This is an optimization exercise on Yosys and OpenROAD, whose aim is small area, a short achievable clock period and few clock cycles, not a production implementation.
The RTL was checked by simulation tests, not by an equivalence proof against the original design.
Power and IR drop assume default switching activity.

Design source_text_tokenizer_top, start of the top module:
module source_text_tokenizer_top (
  input  logic        clk_i,
  input  logic        rst_ni,
  input  logic        in_valid,
  output logic        in_ready,
  input  logic [7:0]  in_text_byte,
  input  logic        in_end_of_text,
  output logic        out_valid,
  input  logic        out_ready,
  output logic [5:0]  out_kind,
  output logic [23:0] out_start_offset,
  output logic [15:0] out_token_length,
  output logic [15:0] out_token_line,
  output logic [15:0] out_token_col,
  output logic [7:0]  out_string_byte,
  output logic        out_last
);
clock: 9.0 ns
lec_check: 0
cap_margin: 20
core_margin: 2
core_utilization: 60
place_density: 0.65
slew_margin: 20
standard.sh (not shown) runs the stock make flow with config.mk's settings and CLKGATE_MAP_FILE= SYNTH_SCRIPT=/design/flow/synth_recipe.tcl, a recipe that flattens the netlist after the stock synthesis.
==> flow/flow/run.sh <==
#!/bin/bash
set -euo pipefail
export BUFFER_PORTS_ARGS="-buffer_cell sky130_fd_sc_hd__buf_1"
export CTS_ARGS="-sink_clustering_enable -repair_clock_nets -dont_use_dummy_load -buf_list sky130_fd_sc_hd__clkbuf_8 -sink_buffer_max_cap_derate 0.6"
export SETUP_SLACK_MARGIN=5.65
bash standard.sh > standard_flow.log 2>&1
Testbench counts at the start, summed over its fixed seeds: cycles 24,429.
Next try:
--- a/flow/flow/run.sh
+++ b/flow/flow/run.sh
@@ -5 +5 @@
-export SETUP_SLACK_MARGIN=5.65
+export SETUP_SLACK_MARGIN=5.5
Settings changed: PLACE_DENSITY 0.65 to 0.7.
Hold slack stays flat.
Sequential cell count stays the same.
Sequential power stays flat.
Next try:
--- a/flow/flow/run.sh
+++ b/flow/flow/run.sh
@@ -5 +5 @@
-export SETUP_SLACK_MARGIN=5.5
+export SETUP_SLACK_MARGIN=5.65
Settings changed: CORE_UTILIZATION 60 to 65.
=>
- worst setup slack is better by 0.15 ns
- clock-buffer cell count does not change
- global-route usage climbs by 4.2 points
Next try:
--- a/flow/flow/run.sh
+++ b/flow/flow/run.sh
@@ -5 +5 @@
-export SETUP_SLACK_MARGIN=5.65
+export SETUP_SLACK_MARGIN=5.8
Settings changed: CORE_UTILIZATION 65 to 60.
The changed run finished clean.
Cell area went up by about 7%.
First-iteration DRC count increases by about 1.5%.
Combinational power increases by about 22%.
Synthesized area stays the same.
Cell count is higher by about 6%.
Clock skew shrinks by 0.0077 ns.
Wire length rose by 9.9%.
Non-clock buffer count climbs by 58.

---

## lane 1
Another version of the RTL of source_text_tokenizer_top (not shown whole).
Size in the first run: roughly 1,300 cells after synthesis, roughly 200 flip-flops, roughly 100 I/O pins, about 12,000 µm² of cells after synthesis.
==> flow/config.mk <==
export PLATFORM = sky130hd
export DESIGN_NAME = source_text_tokenizer_top
export DESIGN_NICKNAME = source_text_tokenizer_top
export VERILOG_FILES = /design/flow/design.v
export SDC_FILE = /design/flow/constraint.sdc
export NUM_CORES = 4
export LEC_CHECK = 0
export CAP_MARGIN = 20
export CORE_MARGIN = 2
export CORE_UTILIZATION = 60
export PLACE_DENSITY = 0.7
export SLEW_MARGIN = 20
==> flow/constraint.sdc <==
create_clock -name core_clock -period 9.0 [get_ports {clk_i}]
set_input_delay 1.8000 -clock core_clock [delete_from_list [all_inputs] [get_ports {clk_i}]]
set_output_delay 1.8000 -clock core_clock [all_outputs]
set_load 0.01 [all_outputs]
==> flow/flow/run.sh <==
#!/bin/bash
set -euo pipefail
export BUFFER_PORTS_ARGS="-buffer_cell sky130_fd_sc_hd__buf_1"
export CTS_ARGS="-sink_clustering_enable -repair_clock_nets -dont_use_dummy_load -buf_list sky130_fd_sc_hd__clkbuf_8 -sink_clustering_size 10 -sink_clustering_max_diameter 50"
export SETUP_SLACK_MARGIN=5.5
bash standard.sh > standard_flow.log 2>&1
Lane 1 | status: complete | timing, DRC, antenna: pass
Testbench counts of lane 1, summed over its fixed seeds: cycles 24,327.
Setup changes, lane 1 to lane 2
==> flow/flow/run.sh <==
#!/bin/bash
set -euo pipefail
export BUFFER_PORTS_ARGS="-buffer_cell sky130_fd_sc_hd__buf_1"
export CTS_ARGS="-sink_clustering_enable -repair_clock_nets -dont_use_dummy_load -root_buf sky130_fd_sc_hd__clkbuf_16 -buf_list sky130_fd_sc_hd__clkbuf_8 -sink_clustering_size 12"
export SETUP_SLACK_MARGIN=5.5
bash standard.sh > standard_flow.log 2>&1
[summary]
- Lane 2 went all the way through synthesis, placement and routing and the layout is clean on timing, DRC and antenna.
- Comparing lane 1 with lane 2, the global-route usage came out essentially unchanged.
- The combinational fraction of design power was comparable across lane 2 and lane 1.
- Taking lane 1 as the reference, in lane 2 combinational gate power +about 1%; total power +about 1%; clock buffer count in the final layout ~0 delta; worst hold slack ~0 delta.
- Post-CTS setup repair buffer count ended up 3 lower on lane 2 than on lane 1.
- Lower buffering overhead among lane 2 and lane 1: lane 1
- Lane 2 — sequential share of layout area 0.17 points lower, lane 1 as reference
diff inputs: lane 2 => lane 3
- swapping 0.7 for 0.8 in PLACE_DENSITY
- swapping 60 for 70 in CORE_UTILIZATION
==> flow/flow/run.sh <==
#!/bin/bash
set -euo pipefail
export BUFFER_PORTS_ARGS="-buffer_cell sky130_fd_sc_hd__buf_1"
export CTS_ARGS="-sink_clustering_enable -repair_clock_nets -dont_use_dummy_load -buf_list sky130_fd_sc_hd__clkbuf_8 -sink_buffer_max_cap_derate 0.6"
export SETUP_SLACK_MARGIN=5.5
bash standard.sh > standard_flow.log 2>&1
==> comparison <==
Lane 2 ended up with or4_4 as its cell with the largest stage delay on the worst path; lane 3 ended up with or4b_4.
Final standard cell utilization of the core: lane 3 vs lane 2 up 11 points
When the final numbers for lane 2 and lane 3 were put side by side, the cell area turned out to be greater in lane 2.
Lane 3 has less setup slack than lane 2.
~same area after synthesis in lane 2 and lane 3
[inputs] lane 4 vs lane 3
- CORE_UTILIZATION now 60, was 70
- SLEW_MARGIN now 5, was 20
- CAP_MARGIN now 5, was 20
- PLACE_DENSITY now 0.7, was 0.8
--- outcome ---
Against lane 3, lane 4 comes in 11 µW lower on internal power consumption.
Diff lane 3 and lane 4: power in the clock group lower in lane 4
Lane 4 leaves more setup margin than lane 3.
Power: lane 4 lower than lane 3
Modified inputs, lane 5 compared to lane 4
- CAP_MARGIN now 20, was 5
- SLEW_MARGIN now 20, was 5
--- a/flow/flow/run.sh
+++ b/flow/flow/run.sh
@@ -6 +6 @@
-bash standard.sh > standard_flow.log 2>&1
+bash standard.sh MATCH_CELL_FOOTPRINT=0 finish > standard_flow.log 2>&1
==> comparison <==
The number of global-route vias before repair on lane 5 is in line with that on lane 4.
Going from lane 4 to lane 5, the worst-case hold slack was found to have gone down by 4.4 ps.
Against lane 4, detailed-route wire length on metal 1 in lane 5 rose slightly.
Lane 5 against lane 4: register-to-register setup slack shrank by 60 ps, final cell count climbed 0.55%.

---

job 101:
RTL: one of the versions met above, not the one the previous note started from.
For scale: roughly 100 I/O pins.
Design source_text_tokenizer_top, start of the top module:
module source_text_tokenizer_top (
  input  logic        clk_i,
  input  logic        rst_ni,
  input  logic        in_valid,
  output logic        in_ready,
  input  logic [7:0]  in_text_byte,
  input  logic        in_end_of_text,
  output logic        out_valid,
  input  logic        out_ready,
  output logic [5:0]  out_kind,
  output logic [23:0] out_start_offset,
  output logic [15:0] out_token_length,
  output logic [15:0] out_token_line,
  output logic [15:0] out_token_col,
  output logic [7:0]  out_string_byte,
  output logic        out_last
);
==> flow/config.mk <==
export PLATFORM = sky130hd
export DESIGN_NAME = source_text_tokenizer_top
export DESIGN_NICKNAME = source_text_tokenizer_top
export VERILOG_FILES = /design/flow/design.v
export SDC_FILE = /design/flow/constraint.sdc
export NUM_CORES = 4
export LEC_CHECK = 0
export CAP_MARGIN = 20
export CORE_MARGIN = 2
export CORE_UTILIZATION = 60
export PLACE_DENSITY = 0.75
export SLEW_MARGIN = 20
==> flow/constraint.sdc <==
create_clock -name core_clock -period 9.0 [get_ports {clk_i}]
set_input_delay 1.8000 -clock core_clock [delete_from_list [all_inputs] [get_ports {clk_i}]]
set_output_delay 1.8000 -clock core_clock [all_outputs]
set_load 0.01 [all_outputs]
==> flow/flow/run.sh <==
#!/bin/bash
set -euo pipefail
export BUFFER_PORTS_ARGS="-buffer_cell sky130_fd_sc_hd__buf_1"
export CTS_ARGS="-sink_clustering_enable -repair_clock_nets -dont_use_dummy_load -buf_list sky130_fd_sc_hd__clkbuf_8 -sink_buffer_max_cap_derate 0.6"
export SETUP_SLACK_MARGIN=5.65
bash standard.sh > standard_flow.log 2>&1
Testbench counts of job 101, summed over its fixed seeds: cycles 24,429.
What job 102 does differently from job 101 at the input level:
- CORE_UTILIZATION: 60 -> 55
- PLACE_DENSITY: 0.75 -> 0.7
### Flow results
Job 102 completed every stage of the flow, and the final layout passed the timing, DRC and antenna checks. Between job 102 and job 101, the post-route standard cell area excluding fillers is higher for job 102. Job 101 -> job 102: cell area after placement flat. Job 102 vs job 101: fmax down. Compared with job 101, job 102 instantiates a larger number of cells. Power attributed to the clock group was higher in job 101 than in job 102. Job 102 vs job 101: global-route usage down in job 102. Relative to job 101, the average wire length per cell after detail routing measured on job 102 has increased slightly.
### job 102 -> job 103
- changing CORE_UTILIZATION from 55 to 60
Findings:
In the reports for job 102 and job 103, the larger met3 capacity usage during global routing belongs to job 103. Delta (job 103 minus job 102): final weighted congestion of routability-driven global placement increased by 0.023 relative to the old numbers, transition at the pin with the smallest max-transition slack increased by 0.10 ns relative to the old numbers.
For job 104, these inputs were changed with respect to job 103:
- putting GPL_TIMING_DRIVEN at 0 where nothing was set
### Flow results
- Job 103 has lower buffering overhead than job 104.
- Job 103 reports its critical path capture point as u_core.col_q[2] while job 104 reports u_core.kind_q[1].
- On number of gates on the worst path with buffers counted, the higher figure sits with job 104, not job 103.
- Delta(total length of routed wires, job 104 - job 103) > 0
- In job 104 relative to job 103, clock-net power had gone down slightly.
- Against job 103, final design instance area without fill in job 104 rose by a few percent.
- The mean routed wirelength per cell in job 104 was lower than what job 103 gave.
- Diff job 103 -> job 104 | met1 layer usage reported by global route | increase of 1.8 points

---

source_text_tokenizer_top, a different RTL version from the one above (not shown whole).
Size: about 270 flip-flops, about 100 I/O pins, roughly 16000 um^2 of cells after synthesis.
Design source_text_tokenizer_top, start of the top module:
module source_text_tokenizer_top (
  input  logic        clk_i,
  input  logic        rst_ni,
  input  logic        in_valid,
  output logic        in_ready,
  input  logic [7:0]  in_text_byte,
  input  logic        in_end_of_text,
  output logic        out_valid,
  input  logic        out_ready,
  output logic [5:0]  out_kind,
  output logic [23:0] out_start_offset,
  output logic [15:0] out_token_length,
  output logic [15:0] out_token_line,
  output logic [15:0] out_token_col,
  output logic [7:0]  out_string_byte,
  output logic        out_last
);
clock: 9.0 ns
lec_check: 0
abc_area: 1
cap_margin: 20
core_margin: 2
core_utilization: 30
place_density: 0.45
setup_slack_margin: 5
slew_margin: 20
run.sh (not shown) runs the stock make flow with config.mk's settings and CLKGATE_MAP_FILE= SYNTH_SCRIPT=/design/flow/synth_recipe.tcl, a recipe that flattens the netlist after the stock synthesis.
Stock flow here: none of the scripts above is used.
The baseline produced a clean layout.
Testbench counts at the start, summed over its fixed seeds: cycles 24,263.
Change:
- ABC_AREA: 1 -> default
- SETUP_SLACK_MARGIN: 5 -> default
Result:
- combinational power goes down by 64%
- die area goes down by 4.1%
- worst hold slack gains 0.034 ns
- power goes down by 41%
- wire length goes down by 12%
- maximum frequency goes down by 32%
- global-route usage goes down by 1.7 points

separate check: timing with driven ports:
How much do the figures lean on ideal ports? The routed layouts below were timed once more, with nothing changed but the port constraints. Step 1 assumes that a clkbuf_16 drives the clock port and a buf_2 every other input. Step 2 times the ports against the registers' clock, not the clock port: input delays grow and output delays shrink by t, the midpoint of the rising clock arrivals with the driver on. a / b / c = no drivers / after step 1 / after step 2; a / b = the first two.
| run | t, ns | setup WS [ns] | pins driven straight from the clock port |
|---|---|---|---|
| the first run of note 1 | 0.503 | 5.631 / 5.631 / 5.211 | 1 |
| the second run of note 1 | 0.492 | 5.551 / 5.562 / 5.070 | 1 |
| the third run of note 1 | 0.520 | 5.703 / 5.681 / 5.256 | 1 |
| the fourth run of note 1 | 0.508 | 5.641 / 5.641 / 5.299 | 1 |
| lane 1 | 0.496 | 5.563 / 5.575 / 5.081 | 1 |
| lane 2 | 0.437 | 5.544 / 5.565 / 5.128 | 1 |
| lane 3 | 0.522 | 5.503 / 5.503 / 5.050 | 1 |
| lane 4 | 0.496 | 5.563 / 5.575 / 5.081 | 1 |
| lane 5 | 0.503 | 5.520 / 5.524 / 5.038 | 1 |
| job 101 | 0.489 | 5.702 / 5.689 / 5.297 | 1 |
| job 102 | 0.499 | 5.575 / 5.575 / 5.314 | 1 |
| job 103 | 0.506 | 5.699 / 5.699 / 5.209 | 1 |
| job 104 | 0.507 | 5.619 / 5.619 / 5.119 | 1 |
| the first run of note 4 | 0.598 | 5.162 / 5.109 / 4.650 | 1 |
| the second run of note 4 | 0.629 | 3.369 / 3.397 / 2.769 | 1 |
After both steps every run listed still meets setup and hold. The setup slack of the second run of note 4, which loses most, moves by +0.028 ns with the drivers and by -0.600 ns with both steps.
